This is an optimization exercise on Yosys and OpenROAD, whose aim is small area, not a production implementation.
Only simulation tests tie the RTL to the original design; equivalence was not proved.
No activity file was given, so power comes from the tool's default toggle rates.

rev 12:
## tg_traffic_gen_top
module tg_traffic_gen_top #(
  parameter int MESH_X      = 4,
  parameter int MESH_Y      = 4,
  parameter int LOCAL_PORTS = 2,
  parameter int SENDER_NUM  = MESH_X * MESH_Y * LOCAL_PORTS,
  parameter int CREDIT_NUM  = 2,
  localparam int IDX_W      = (SENDER_NUM > 1) ? $clog2(SENDER_NUM) : 1
) (
  input  logic                          clk,
  input  logic                          rstn,
  input  logic                          run_i,
  input  logic                          seed_load_i,
  input  logic [tg_cfg_pkg::RAND_W-1:0] seed_src_i,
  input  logic [tg_cfg_pkg::RAND_W-1:0] seed_tgt_i,
  input  logic [2:0]                    pattern_i,
  input  logic [SENDER_NUM-1:0]         credit_return_i,
  input  logic [IDX_W-1:0]              stat_sel_i,
  output logic [SENDER_NUM-1:0]         test_vld_o,
  output tg_noc_pkg::coord_t            test_tgt_x_o,
  output tg_noc_pkg::coord_t            test_tgt_y_o,
  output tg_noc_pkg::port_t             test_tgt_port_o,
  output logic [2:0]                    test_route_o,
  output logic [tg_cfg_pkg::TXN_W-1:0]  test_txn_id_o,
  output logic [tg_cfg_pkg::STAT_W-1:0] gen_total_o,
  output logic [tg_cfg_pkg::STAT_W-1:0] sent_total_o,
  output logic [tg_cfg_pkg::STAT_W-1:0] stat_sent_o
);
  localparam int RW = tg_cfg_pkg::RAND_W;
  localparam int SW = tg_cfg_pkg::STAT_W;
  localparam int TW = tg_cfg_pkg::TXN_W;
  logic [RW-1:0] src_q;
  logic [RW-1:0] tgt_q;
  logic [RW-1:0] src_d, tgt_d;
  logic          lfsr_ld, lfsr_sh, lfsr_hd;
  assign lfsr_ld = seed_load_i;  
  assign lfsr_sh = !seed_load_i && run_i;
  assign lfsr_hd = !seed_load_i && !run_i;
  for (genvar i = 0; i < RW; i++) begin : g_lfsr
    logic src_in, tgt_in, src_n, tgt_n;
    if (i == 0) begin : g_fb
      assign src_in = src_q[31] ^ src_q[21] ^ src_q[1] ^ src_q[0];
      assign tgt_in = tgt_q[31] ^ tgt_q[21] ^ tgt_q[1] ^ tgt_q[0];
    end else begin : g_sh
      assign src_in = src_q[i-1];
      assign tgt_in = tgt_q[i-1];
    end
    tg_aoi222 u_src (
      .a1 (lfsr_ld), .a2 (seed_src_i[i]),
      .b1 (lfsr_sh), .b2 (src_in),
      .c1 (lfsr_hd), .c2 (src_q[i]),
      .y  (src_n)
    );
    tg_aoi222 u_tgt (
      .a1 (lfsr_ld), .a2 (seed_tgt_i[i]),
      .b1 (lfsr_sh), .b2 (tgt_in),
      .c1 (lfsr_hd), .c2 (tgt_q[i]),
      .y  (tgt_n)
    );
  ...
Size: about 680 flip-flops, ~210 I/O pins, about 0.029 sq mm of cells after synthesis.
Settings: LEC_CHECK=0, CAP_MARGIN=20, CORE_MARGIN=2, CORE_UTILIZATION=65, CTS_BUF_LIST=sky130_fd_sc_hd__clkbuf_8, CTS_CLUSTER_DIAMETER=60, CTS_CLUSTER_SIZE=20, SLEW_MARGIN=20, SYNTH_HIERARCHICAL=1, SYNTH_MINIMUM_KEEP_SIZE=0; clock period 5.5 ns.
standard.sh (not shown) runs the stock make flow with config.mk's settings and CLKGATE_MAP_FILE= SYNTH_SCRIPT=/design/flow/synth_recipe.tcl, a recipe that flattens the netlist after the stock synthesis.
==> flow/flow/run.sh <==
#!/bin/bash
# Standard ORFS layout, with the port buffers made from the smallest buffer
# cell instead of the delay cell buffer_ports picks by default.
set -euo pipefail
export BUFFER_PORTS_ARGS="-buffer_cell sky130_fd_sc_hd__buf_1"
bash standard.sh finish > standard.log 2>&1
Rev 12: done, clean on timing, DRC and antenna
Changes in rev 13 relative to rev 12:
# rev 12
export LEC_CHECK = 0
export CAP_MARGIN = 20
export CORE_MARGIN = 2
export CORE_UTILIZATION = 65
export CTS_BUF_LIST = sky130_fd_sc_hd__clkbuf_8
export CTS_CLUSTER_DIAMETER = 60
export CTS_CLUSTER_SIZE = 20
export SLEW_MARGIN = 20
export SYNTH_HIERARCHICAL = 1
export SYNTH_MINIMUM_KEEP_SIZE = 0
create_clock -name core_clock -period 5.5 [get_ports {clk}]
# rev 13
export LEC_CHECK = 0
export CAP_MARGIN = 20
export CORE_MARGIN = 2
export CORE_UTILIZATION = 40
export CTS_BUF_LIST = sky130_fd_sc_hd__clkbuf_16
export CTS_CLUSTER_DIAMETER = 120
export CTS_CLUSTER_SIZE = 24
export SLEW_MARGIN = 20
export SYNTH_HIERARCHICAL = 1
export SYNTH_MINIMUM_KEEP_SIZE = 0
create_clock -name core_clock -period 5.5 [get_ports {clk}]
==> flow/run.sh (new file) <==
#!/bin/bash
# synth_recipe.tcl (not shown) runs the flow's synth.tcl, then flattens the netlist and writes it again
# the make line also repeats each setting of config.mk as NAME=value (left out here)
make -C /OpenROAD-flow-scripts/flow DESIGN_CONFIG=/design/flow/config.mk WORK_HOME=/design/flow/orfs CLKGATE_MAP_FILE= SYNTH_SCRIPT=/design/flow/synth_recipe.tcl finish
removed: flow/flow/run.sh
removed: flow/standard.sh
Results
- Compared with rev 12, in rev 13 initial antenna violation count went up by 3; cell total after placement now sits higher.
- Rev 13 vs rev 12 — via count of the first global-routing pass rose 2.0%.


Starting RTL as in the previous note.
==> flow/config.mk <==
export PLATFORM = sky130hd
export DESIGN_NAME = tg_traffic_gen_top
export DESIGN_NICKNAME = tg_traffic_gen_top
export VERILOG_FILES = /design/flow/design.v
export SDC_FILE = /design/flow/constraint.sdc
export NUM_CORES = 4
export LEC_CHECK = 0
export CAP_MARGIN = 20
export CORE_MARGIN = 2
export CORE_UTILIZATION = 40
export CTS_BUF_LIST = sky130_fd_sc_hd__clkbuf_8
export CTS_CLUSTER_DIAMETER = 90
export CTS_CLUSTER_SIZE = 18
export SLEW_MARGIN = 20
export SYNTH_HIERARCHICAL = 1
export SYNTH_MINIMUM_KEEP_SIZE = 0
==> flow/constraint.sdc <==
create_clock -name core_clock -period 5.5 [get_ports {clk}]
set_input_delay 1.1000 -clock core_clock [delete_from_list [all_inputs] [get_ports {clk}]]
set_output_delay 1.1000 -clock core_clock [all_outputs]
set_load 0.01 [all_outputs]
==> flow/flow/run.sh <==
#!/bin/bash
# Standard ORFS layout, with the port buffers made from the smallest buffer
# cell instead of the delay cell buffer_ports picks by default, and a clock
# tree without dummy balancing loads.
set -euo pipefail
export BUFFER_PORTS_ARGS="-buffer_cell sky130_fd_sc_hd__buf_1"
export CTS_ARGS="-sink_clustering_enable -repair_clock_nets -sink_clustering_size 18 -sink_clustering_max_diameter 90 -buf_list sky130_fd_sc_hd__clkbuf_8 -dont_use_dummy_load"
bash standard.sh finish > standard.log 2>&1
The baseline went through all stages and came out clean.
Next try:
==> flow/flow/run.sh (replaced) <==
#!/bin/bash
# Standard ORFS layout, with the port buffers made from the smallest buffer
# cell instead of the delay cell buffer_ports picks by default, and with
# power recovery (downsizing cells on paths with positive slack) after
# global routing.
set -euo pipefail
export BUFFER_PORTS_ARGS="-buffer_cell sky130_fd_sc_hd__buf_1"
export RECOVER_POWER=100
bash standard.sh finish > standard.log 2>&1
- CTS_CLUSTER_DIAMETER: 90 -> 80
- CTS_CLUSTER_SIZE: 18 -> 16
What happened: This time the run finished but failed the layout checks on max-capacitance violations, max-slew violations; setup slack loses 0.046 ns; utilization goes up by 0.11 points; power came out higher by 2.2%.
Next try:
==> flow/run.sh (new file) <==
#!/bin/bash
# synth_recipe.tcl (not shown) runs the flow's synth.tcl, then flattens the netlist and writes it again
# the make line also repeats each setting of config.mk as NAME=value (left out here)
make -C /OpenROAD-flow-scripts/flow DESIGN_CONFIG=/design/flow/config.mk WORK_HOME=/design/flow/orfs CLKGATE_MAP_FILE= SYNTH_SCRIPT=/design/flow/synth_recipe.tcl finish
removed: flow/flow/run.sh
removed: flow/standard.sh
The changed run finished clean.
Global-route usage grows by 0.88 points.
Via count grows by 1.4%.
Combinational power grows by about 20%.
Clock-buffer cell count does not change.
Clock power grows by about 2%.
Design area grows by about 4.5%.
Power grows by 2.7%.
Area after synthesis does not change.
Die area is unchanged.
Next try:
==> flow/flow/run.sh (new file) <==
#!/bin/bash
# Standard ORFS layout, with the port buffers made from the smallest buffer
# cell instead of the delay cell buffer_ports picks by default.
set -euo pipefail
export BUFFER_PORTS_ARGS="-buffer_cell sky130_fd_sc_hd__buf_1"
bash standard.sh finish > standard.log 2>&1
==> flow/standard.sh (new file) <==
#!/bin/bash
# synth_recipe.tcl (not shown) runs the flow's synth.tcl, then flattens the netlist and writes it again
# the make line also repeats each setting of config.mk as NAME=value (left out here)
make -C /OpenROAD-flow-scripts/flow DESIGN_CONFIG=/design/flow/config.mk WORK_HOME=/design/flow/orfs CLKGATE_MAP_FILE= SYNTH_SCRIPT=/design/flow/synth_recipe.tcl "${@:-finish}"
removed: flow/run.sh
The changed run passed the timing, design-rule and antenna checks.
Design area came out lower by 4.0%.
Sequential share of layout area went up by 2.1 points.
Non-clock buffer count drops by 15.
Total power decreases by 2.4%.
Sequential power barely changes.
Register-to-register slack is worse by 0.02 ns.
Utilization fell by 1.9 points.
Via count goes down by 1.4%.
Next try:
==> flow/flow/run.sh (replaced) <==
#!/bin/bash
# Standard ORFS layout, with the port buffers made from the smallest buffer
# cell instead of the delay cell buffer_ports picks by default, and a clock
# tree without dummy balancing loads.
set -euo pipefail
export BUFFER_PORTS_ARGS="-buffer_cell sky130_fd_sc_hd__buf_1"
export CTS_ARGS="-sink_clustering_enable -repair_clock_nets -sink_clustering_size 16 -sink_clustering_max_diameter 80 -buf_list sky130_fd_sc_hd__clkbuf_8 -dont_use_dummy_load"
bash standard.sh finish > standard.log 2>&1
- CAP_MARGIN: 20 -> 5
- SLEW_MARGIN: 20 -> 5
Worst setup slack gains 0.029 ns.
Worst hold slack gains 0.038 ns.
Utilization fell by 0.29 points.

[re-timing with driven ports]
Ports are ideal in the flow. The routed layouts listed here were re-timed in OpenROAD.
Step 1 (the two cells are an assumption about what drives the block):
set clk [get_ports {clk}]
set_driving_cell -lib_cell sky130_fd_sc_hd__clkbuf_16 $clk
set_driving_cell -lib_cell sky130_fd_sc_hd__buf_2 [delete_from_list [all_inputs] $clk]
Step 2, shift: input delay + t, output delay - t, t = (earliest + latest rising clock arrival at the registers) / 2. This alone moves slack from input paths to output paths.
Slacks: no drivers / after step 1 / after step 2; pairs: no drivers / after step 1.
run | t, ns | setup slack, ns | hold slack, ns | latest minus earliest clock arrival (ns)
rev 12 | 0.707 | 0.250 / 0.250 / 0.250 | 0.474 / 0.474 / 0.474 | 0.038 / 0.038
rev 13 | 0.635 | 0.300 / 0.251 / 0.251 | 0.471 / 0.471 / 0.471 | 0.034 / 0.035
the first run of note 2 | 0.691 | 0.272 / 0.272 / 0.272 | 0.429 / 0.425 / 0.429 | 0.074 / 0.073
the second run of note 2 | 0.712 | 0.227 / 0.227 / 0.227 | 0.468 / 0.468 / 0.468 | 0.038 / 0.037
the third run of note 2 | 0.738 | 0.256 / 0.256 / 0.256 | 0.475 / 0.475 / 0.475 | 0.065 / 0.065
the fourth run of note 2 | 0.710 | 0.232 / 0.232 / 0.232 | 0.431 / 0.429 / 0.468 | 0.038 / 0.038
the fifth run of note 2 | 0.684 | 0.260 / 0.260 / 0.260 | 0.469 / 0.469 / 0.469 | 0.088 / 0.088
The setup slack of rev 13, which loses most, moves by -0.049 ns with the drivers and by -0.049 ns with both steps.
